Source: an optimization exercise on an open RTL-to-GDS flow (aim: small area). Production flows keep margins and buffers that such runs may drop. Where RTL was checked, it was by simulation tests only, not by an equivalence proof against the original. The clock port is modelled as an ideal driver; clocking choices that lean on that would not hold on a real chip. Power is estimated from default activity; no workload was simulated.

==> module face_erode, before the edit <==
module face_erode #(
   parameter logic [11:0] H_DISP = 12'd480,
   parameter logic [11:0] V_DISP = 12'd272
) (
   input  logic        clk,
   input  logic        rst,
   input  logic        face_hsync,
   input  logic        face_vsync,
   input  logic [7:0]  face_data,
   input  logic        face_de,
   output logic        ero_hsync,
   output logic        ero_vsync,
   output logic [7:0]  ero_data,
   output logic        ero_de
);
   localparam int NW = int'(H_DISP) / 5;    
   logic [7:0]  r_chain [NW-1];    
   logic [7:0]  r_s;               
   logic [2:0]  r_ph;              
   logic [1:0]  r_row;             
   logic [1:0]  r_run;             
   logic        r_hs_d1;
   logic        r_vs_d1;
   logic        r_de_d1;
   logic        r_ero;
   logic        w_b;
   logic        w_t1;              
   logic        w_t2;              
   logic        w_t3;              
   logic [1:0]  w_k;
   logic [1:0]  w_tn;
   logic        w_c;
   logic [7:0]  w_s;
   logic        w_last;
   assign w_b    = |face_data;
   assign w_t1   = (r_s >= 8'd81);
   assign w_t2   = (r_s >= 8'd162);
   assign w_t3   = (r_s >= 8'd243);
   assign w_k    = w_t3 ? 2'd3 : w_t2 ? 2'd2 : {1'b0, w_t1};
   assign w_c    = w_b & w_t2;
   assign w_tn   = w_b ? (w_t1 ? 2'd2 : 2'd1) : 2'd0;
   assign w_s    = 8'(r_s * 3) + 8'(w_k * 13) + 8'(w_tn);
   assign w_last = r_ph[2];
   always_ff @(posedge clk) begin
      if (face_de && w_last) begin
         r_chain[0] <= w_s;
         for (int i = 1; i < NW - 1; i++) r_chain[i] <= r_chain[i-1];
      end
   end
   always_ff @(posedge clk) begin
      if (face_de) r_s <= w_last ? r_chain[NW-2] : w_s;
   end
   always_ff @(posedge clk or posedge rst) begin
      if (rst) begin
         r_ph    <= 3'd0;
         r_row   <= 2'd0;
         r_run   <= 2'd0;
         r_hs_d1 <= 1'b0;
         r_vs_d1 <= 1'b0;
         r_de_d1 <= 1'b0;
      end else begin
         if (face_de) r_ph <= w_last ? 3'd0 : r_ph + 3'd1;
         if (face_vsync && !r_vs_d1) r_row <= 2'd0;
         else if (r_de_d1 && !face_de && !r_row[1]) r_row <= r_row + 2'd1;
         if (face_de && w_c) r_run <= r_run + {1'b0, ~&r_run};
         else r_run <= 2'd0;
         r_hs_d1 <= face_hsync;
         r_vs_d1 <= face_vsync;
         r_de_d1 <= face_de;
      end
   end
   always_ff @(posedge clk or posedge rst) begin
      if (rst) begin
         ero_hsync <= 1'b0;
         ero_vsync <= 1'b0;
         ero_de    <= 1'b0;
         r_ero     <= 1'b0;
      end else begin
         ero_hsync <= r_hs_d1;
         ero_vsync <= r_vs_d1;
         ero_de    <= r_de_d1;
         r_ero     <= (&r_run) & r_row[1];
      end
   end
   assign ero_data = {8{r_ero}};
endmodule
Settings: LEC_CHECK=0, ABC_AREA=1, CAP_MARGIN=0, CORE_MARGIN=2, CORE_UTILIZATION=70, PLACE_DENSITY=0.8, SLEW_MARGIN=0; clock period 8.0 ns.
standard.sh (not shown) runs the stock make flow with config.mk's settings and CLKGATE_MAP_FILE= SYNTH_SCRIPT=/design/flow/synth_recipe.tcl, a recipe that flattens the netlist after the stock synthesis.
==> flow/flow/run.sh <==
#!/bin/bash
# Standard layout, with CTS told not to add dummy loads, port buffers of the
# smallest buffer, and leaf clock buffers sized down to a clock-pin slew target
# after CTS (flow/leaf_size.tcl). Each tool's output goes to its own log here
# and under orfs/logs.
set -euo pipefail
export CTS_ARGS="-sink_clustering_enable -repair_clock_nets -dont_use_dummy_load -sink_clustering_size 22 -sink_clustering_max_diameter 35 -buf_list {sky130_fd_sc_hd__clkbuf_8}"
export BUFFER_PORTS_ARGS="-buffer_cell sky130_fd_sc_hd__buf_1"
export POST_CTS_TCL="$PWD/flow/leaf_size.tcl"
export LEAF_SLEW_TARGET_PS=116
bash standard.sh finish > standard_finish.log 2>&1
Other scripts of this flow, unchanged in this note and not shown: flow/flow/leaf_size.tcl
==> next run, changes <==
--- a/flow/design.v
+++ b/flow/design.v
@@ -18,7 +18,8 @@
    logic [7:0]  r_s;               
    logic [2:0]  r_ph;              
    logic [1:0]  r_row;             
-   logic [1:0]  r_run;             
+   logic [1:0]  r_win;             
+   logic        r_e;
    logic        r_hs_d1;
    logic        r_vs_d1;
    logic        r_de_d1;
@@ -54,7 +55,8 @@
       if (rst) begin
          r_ph    <= 3'd0;
          r_row   <= 2'd0;
-         r_run   <= 2'd0;
+         r_win   <= 2'd0;
+         r_e     <= 1'b0;
          r_hs_d1 <= 1'b0;
          r_vs_d1 <= 1'b0;
          r_de_d1 <= 1'b0;
@@ -62,8 +64,8 @@
          if (face_de) r_ph <= w_last ? 3'd0 : r_ph + 3'd1;
          if (face_vsync && !r_vs_d1) r_row <= 2'd0;
          else if (r_de_d1 && !face_de && !r_row[1]) r_row <= r_row + 2'd1;
-         if (face_de && w_c) r_run <= r_run + {1'b0, ~&r_run};
-         else r_run <= 2'd0;
+         r_win   <= face_de ? {r_win[0], w_c} : 2'd0;
+         r_e     <= face_de & w_c & (&r_win) & r_row[1];
          r_hs_d1 <= face_hsync;
          r_vs_d1 <= face_vsync;
          r_de_d1 <= face_de;
@@ -79,7 +81,7 @@
          ero_hsync <= r_hs_d1;
          ero_vsync <= r_vs_d1;
          ero_de    <= r_de_d1;
-         r_ero     <= (&r_run) & r_row[1];
+         r_ero     <= r_e;
       end
    end
    assign ero_data = {8{r_ero}};
Effect:
- The new run passed the timing, DRC and antenna checks
- first-iteration DRC count drops by a few percent
- sequential power stays flat
- critical path depth falls by 3
- flip-flop and latch count is higher by 1
- non-clock buffer count goes up by 2
- routed wire length decreases slightly
- final area is about the same
- power is about the same
- combinational power is about the same
- synthesized cell count went down slightly
- global-route usage came out lower by 0.16 points
- final cell count came out lower slightly
For the first run of this note, only the layout was checked, not whether the RTL still works.

---

Setup of job 5264:
The RTL this note starts from:
==> flow/design.v <==
module face_erode #(
   parameter logic [11:0] H_DISP = 12'd480,
   parameter logic [11:0] V_DISP = 12'd272
) (
   input  logic        clk,
   input  logic        rst,
   input  logic        face_hsync,
   input  logic        face_vsync,
   input  logic [7:0]  face_data,
   input  logic        face_de,
   output logic        ero_hsync,
   output logic        ero_vsync,
   output logic [7:0]  ero_data,
   output logic        ero_de
);
   localparam int K  = 10;                   
   localparam int NB = int'(H_DISP) / K;    
   localparam int M  = 12;                   
   localparam logic [2:0] S_F0 = 3'd0, S_F1 = 3'd1, S_F2 = 3'd2,
                          S_Y2 = 3'd4, S_Y1 = 3'd5, S_Z2 = 3'd6, S_Z1 = 3'd7;
   logic [M-1:0] r_chain [NB-1];   
   logic [M-1:0] r_r;              
   logic [M-1:0] r_w;              
   logic [2:0]   r_sr;             
   logic [2:0]   r_sw;             
   logic [3:0]   r_ph;             
   logic [1:0]   r_row;            
   logic         r_b1;             
   logic         r_b2;             
   logic         r_e;
   logic         r_hs_d1;
   logic         r_vs_d1;
   logic         r_de_d1;
   logic         r_ero;
   logic         w_b;
   logic         w_r3;
   logic         w_first;
   logic         w_last;
   logic [M-1:0] c_f2;             
   logic [M-1:0] c_z2;             
   logic [M-1:0] c_f2f1;           
   logic [M-1:0] c_f2y2;           
   logic [2:0]   w_sr;
   logic [M-1:0] w_t1r;
   logic [M-1:0] w_t2r;
   logic         w_lt1;
   logic         w_lt2;
   logic [1:0]   w_lr;             
   logic [M-1:0] w_offr;
   logic [2:0]   w_srn;
   logic [2:0]   w_sw;
   logic [1:0]   w_lw;             
   logic [M-1:0] w_offw;
   logic [M-1:0] w_wn;
   logic [2:0]   w_swn;
   function automatic logic [2:0] next_state(input logic [2:0] s, input logic [1:0] l);
      case (s)
         S_F0:    next_state = (l == 2'd2) ? S_F2 : (l == 2'd1) ? S_F1 : S_F0;
         S_F1:    next_state = (l == 2'd2) ? S_F2 : (l == 2'd1) ? S_F1 : S_Z2;
         S_F2:    next_state = (l == 2'd2) ? S_F2 : (l == 2'd1) ? S_Y2 : S_Z2;
         S_Y2:    next_state = (l != 2'd0) ? S_Y1 : S_Z2;
         S_Y1:    next_state = (l != 2'd0) ? S_F1 : S_Z2;
         S_Z2:    next_state = S_Z1;
         default: next_state = S_F0;
      endcase
   endfunction
   assign w_b     = |face_data;
   assign w_r3    = w_b & r_b1 & r_b2;
   assign w_first = (r_ph == 4'd0);
   assign w_last  = (r_ph == 4'(K - 1));
   assign c_f2   = (r_ph == 4'd0) ? 12'd837 :
                    (r_ph == 4'd1) ? 12'd403 :
                    (r_ph == 4'd2) ? 12'd190 :
                    (r_ph == 4'd3) ? 12'd86 :
                    (r_ph == 4'd4) ? 12'd38 :
                    (r_ph == 4'd5) ? 12'd18 :
                    (r_ph == 4'd6) ? 12'd10 :
                    (r_ph == 4'd7) ? 12'd6 :
                    (r_ph == 4'd8) ? 12'd3 :
                    12'd1;
   assign c_z2   = (r_ph == 4'd0) ? 12'd383 :
                    (r_ph == 4'd1) ? 12'd183 :
                    (r_ph == 4'd2) ? 12'd91 :
                    (r_ph == 4'd3) ? 12'd46 :
                    (r_ph == 4'd4) ? 12'd22 :
                    (r_ph == 4'd5) ? 12'd9 :
                    (r_ph == 4'd6) ? 12'd3 :
                    (r_ph == 4'd7) ? 12'd1 :
                    (r_ph == 4'd8) ? 12'd1 :
                    12'd1;
   assign c_f2f1 = (r_ph == 4'd0) ? 12'd1950 :
                    (r_ph == 4'd1) ? 12'd930 :
                    (r_ph == 4'd2) ? 12'd436 :
                    (r_ph == 4'd3) ? 12'd200 :
                    (r_ph == 4'd4) ? 12'd92 :
                    (r_ph == 4'd5) ? 12'd45 :
                    (r_ph == 4'd6) ? 12'd24 :
                    (r_ph == 4'd7) ? 12'd13 :
                    (r_ph == 4'd8) ? 12'd6 :
                    12'd2;
   assign c_f2y2 = (r_ph == 4'd0) ? 12'd1357 :
                    (r_ph == 4'd1) ? 12'd654 :
                    (r_ph == 4'd2) ? 12'd312 :
                    (r_ph == 4'd3) ? 12'd144 :
                    (r_ph == 4'd4) ? 12'd64 :
                    (r_ph == 4'd5) ? 12'd29 :
                    (r_ph == 4'd6) ? 12'd15 :
                    (r_ph == 4'd7) ? 12'd9 :
                    (r_ph == 4'd8) ? 12'd5 :
                    12'd2;
   assign w_sr  = w_first ? S_F0 : r_sr;
   assign w_t1r = !w_sr[2] ? c_f2 : c_z2;
   assign w_t2r = (w_sr == S_F2) ? c_f2y2 : c_f2f1;
   assign w_lt1 = (r_r < w_t1r);
   assign w_lt2 = (r_r < w_t2r);
   always_comb begin
      if (!w_sr[2]) begin
         w_lr   = w_lt1 ? 2'd2 : w_lt2 ? 2'd1 : 2'd0;
         w_offr = w_lt1 ? '0 : w_lt2 ? w_t1r : w_t2r;
      end else if (!w_sr[1]) begin
         w_lr   = w_lt1 ? 2'd0 : 2'd1;
         w_offr = w_lt1 ? '0 : w_t1r;
      end else begin
         w_lr   = 2'd0;
         w_offr = '0;
      end
   end
   assign w_srn = next_state(w_sr, w_lr);
   assign w_lw = w_r3 ? ((w_lr != 2'd0) ? 2'd2 : 2'd1) : 2'd0;
   assign w_sw = w_first ? S_F0 : r_sw;
   always_comb begin
      if (!w_sw[2]) begin
         w_offw = (w_lw == 2'd2) ? '0 : (w_lw == 2'd1) ? c_f2 :
                  (w_sw == S_F2) ? c_f2y2 : c_f2f1;
      end else if (!w_sw[1]) begin
         w_offw = (w_lw == 2'd0) ? '0 : c_z2;
      end else begin
         w_offw = '0;
      end
   end
   assign w_wn  = (w_first ? '0 : r_w) + w_offw;
   assign w_swn = next_state(w_sw, w_lw);
   always_ff @(posedge clk) begin
      if (face_de && w_last) begin
         r_chain[0] <= w_wn;
         for (int i = 1; i < NB - 1; i++) r_chain[i] <= r_chain[i-1];
      end
   end
   always_ff @(posedge clk) begin
      if (face_de) begin
         r_r  <= w_last ? r_chain[NB-2] : r_r - w_offr;
         r_w  <= w_wn;
         r_sr <= w_srn;
         r_sw <= w_swn;
      end
   end
   always_ff @(posedge clk or posedge rst) begin
      if (rst) begin
         r_ph    <= 4'd0;
         r_row   <= 2'd0;
         r_b1    <= 1'b0;
         r_b2    <= 1'b0;
         r_e     <= 1'b0;
         r_hs_d1 <= 1'b0;
         r_vs_d1 <= 1'b0;
         r_de_d1 <= 1'b0;
      end else begin
         if (face_de) r_ph <= w_last ? 4'd0 : r_ph + 4'd1;
         if (face_vsync && !r_vs_d1) r_row <= 2'd0;
         else if (r_de_d1 && !face_de && !r_row[1]) r_row <= r_row + 2'd1;
         r_b1    <= face_de & w_b;
         r_b2    <= face_de & r_b1;
         r_e     <= face_de & w_r3 & (w_lr == 2'd2) & r_row[1];
         r_hs_d1 <= face_hsync;
         r_vs_d1 <= face_vsync;
         r_de_d1 <= face_de;
      end
   end
   always_ff @(posedge clk or posedge rst) begin
      if (rst) begin
         ero_hsync <= 1'b0;
         ero_vsync <= 1'b0;
         ero_de    <= 1'b0;
         r_ero     <= 1'b0;
      end else begin
         ero_hsync <= r_hs_d1;
         ero_vsync <= r_vs_d1;
         ero_de    <= r_de_d1;
         r_ero     <= r_e;
      end
   end
   assign ero_data = {8{r_ero}};
endmodule
clock: 8.0 ns
lec_check: 0
abc_area: 1
cap_margin: 0
core_margin: 2
core_utilization: 70
place_density: 0.8
slew_margin: 0
==> flow/flow/run.sh <==
#!/bin/bash
# Standard layout, with CTS told not to add dummy loads, port buffers of the
# smallest buffer, and leaf clock buffers sized down to a clock-pin slew target
# after CTS (flow/leaf_size.tcl). Each tool's output goes to its own log here
# and under orfs/logs.
set -euo pipefail
export CTS_ARGS="-sink_clustering_enable -repair_clock_nets -dont_use_dummy_load -sink_clustering_size 28 -sink_clustering_max_diameter 45 -buf_list {sky130_fd_sc_hd__clkbuf_8}"
export BUFFER_PORTS_ARGS="-buffer_cell sky130_fd_sc_hd__buf_1"
export POST_CTS_TCL="$PWD/flow/leaf_size.tcl"
export LEAF_SLEW_TARGET_PS=110
bash standard.sh finish > standard_finish.log 2>&1
Other scripts of this flow, unchanged in this note and not shown: flow/flow/leaf_size.tcl
Job 5264 | status: complete | timing, DRC, antenna: pass
The following lists how job 4135 was set up differently from job 5264:
--- a/flow/design.v
+++ b/flow/design.v
@@ -145,16 +145,16 @@
          r_chain[0] <= w_wn;
          for (int i = 1; i < NB - 1; i++) r_chain[i] <= r_chain[i-1];
       end
    end
    always_ff @(posedge clk) begin
-      if (face_de) begin
-         r_r  <= w_last ? r_chain[NB-2] : r_r - w_offr;
-         r_w  <= w_wn;
-         r_sr <= w_srn;
-         r_sw <= w_swn;
-      end
+      if (face_de) r_r <= w_last ? r_chain[NB-2] : r_r - w_offr;
+   end
+   always_ff @(posedge clk) begin
+      r_w  <= w_wn;
+      r_sr <= w_srn;
+      r_sw <= w_swn;
    end
    always_ff @(posedge clk or posedge rst) begin
       if (rst) begin
          r_ph    <= 4'd0;
          r_row   <= 2'd0;
### Flow results
In job 4135 the global routing met3 resource utilization turned out 1.3 points higher than in job 5264.
Worst setup path endpoint = r_chain[0][10]$_DFFE_PP_: job 4135; worst setup path endpoint = r_chain[0][11]$_DFFE_PP_: job 5264
The launch point of the worst path comes out r_ph[3]$_DFFE_PP0P_ in one run and r_ph[0]$_DFFE_PP0P_ in the other, namely in job 5264 and job 4135 respectively.
Taking job 5264 as the reference, in job 4135 final critical path time including I/O delays and setup went up, routed wire length went up, clock share of power went up.
Per the comparison of job 4135 with job 5264, path length in cells of the critical path held, routed wire length on met3 saw an increase, relative slew slack fell 12 points, number of cells in the finished layout apart from fillers climbed 9.
Job 4135 vs. job 5264: power consumption now sits higher; total routed wire length on the met1 layer now sits higher.
The footprint of the multi-input gates of job 4135 is higher than that of job 5264.
Of job 5264 and job 4135, job 4135 shows the higher number of global-route vias before repair, with job 5264 below it.
Final setup slack of the worst path was higher in the run labelled job 5264.
Of job 4135 and job 5264, it is job 4135 that has the higher largest fanout on the critical path.
Function not checked in job 4135: the RTL went through the layout flow alone.

==> separate check: timing with driven ports <==
The flow's constraints put no driver on any port. The routed layouts listed below were extracted and timed again, unchanged, in two steps. Step 1 (the two cells are an assumption about what drives the block):
set clk [get_ports {clk}]
set_driving_cell -lib_cell sky130_fd_sc_hd__clkbuf_16 $clk
set_driving_cell -lib_cell sky130_fd_sc_hd__buf_2 [delete_from_list [all_inputs] $clk]
Step 2 times the ports against the registers' clock, not the clock port: input delays grow and output delays shrink by t, the midpoint of the rising clock arrivals with the driver on. Three values: ideal ports, drivers, drivers and shift; two values: the first two.
run	shift t [ns]	setup slack, ns	latest minus earliest clock arrival (ns)	worst register clock-pin slew, ns	worst slew at a driven data input, ns
the first run of note 1	0.650	4.043 / 4.043 / 3.518	0.088 / 0.088	0.11 / 0.11	0.04
the second run of note 1	0.641	4.113 / 4.113 / 3.785	0.070 / 0.070	0.11 / 0.11	0.03
job 5264	0.609	1.371 / 1.371 / 1.371	0.085 / 0.084	0.11 / 0.11	0.05
job 4135	0.612	0.692 / 0.692 / 0.692	0.082 / 0.082	0.12 / 0.12	0.03
After both steps every run listed still meets setup and hold. The setup slack of the first run of note 1, which loses most, moves by 0.000 ns with the drivers and by -0.525 ns with both steps.
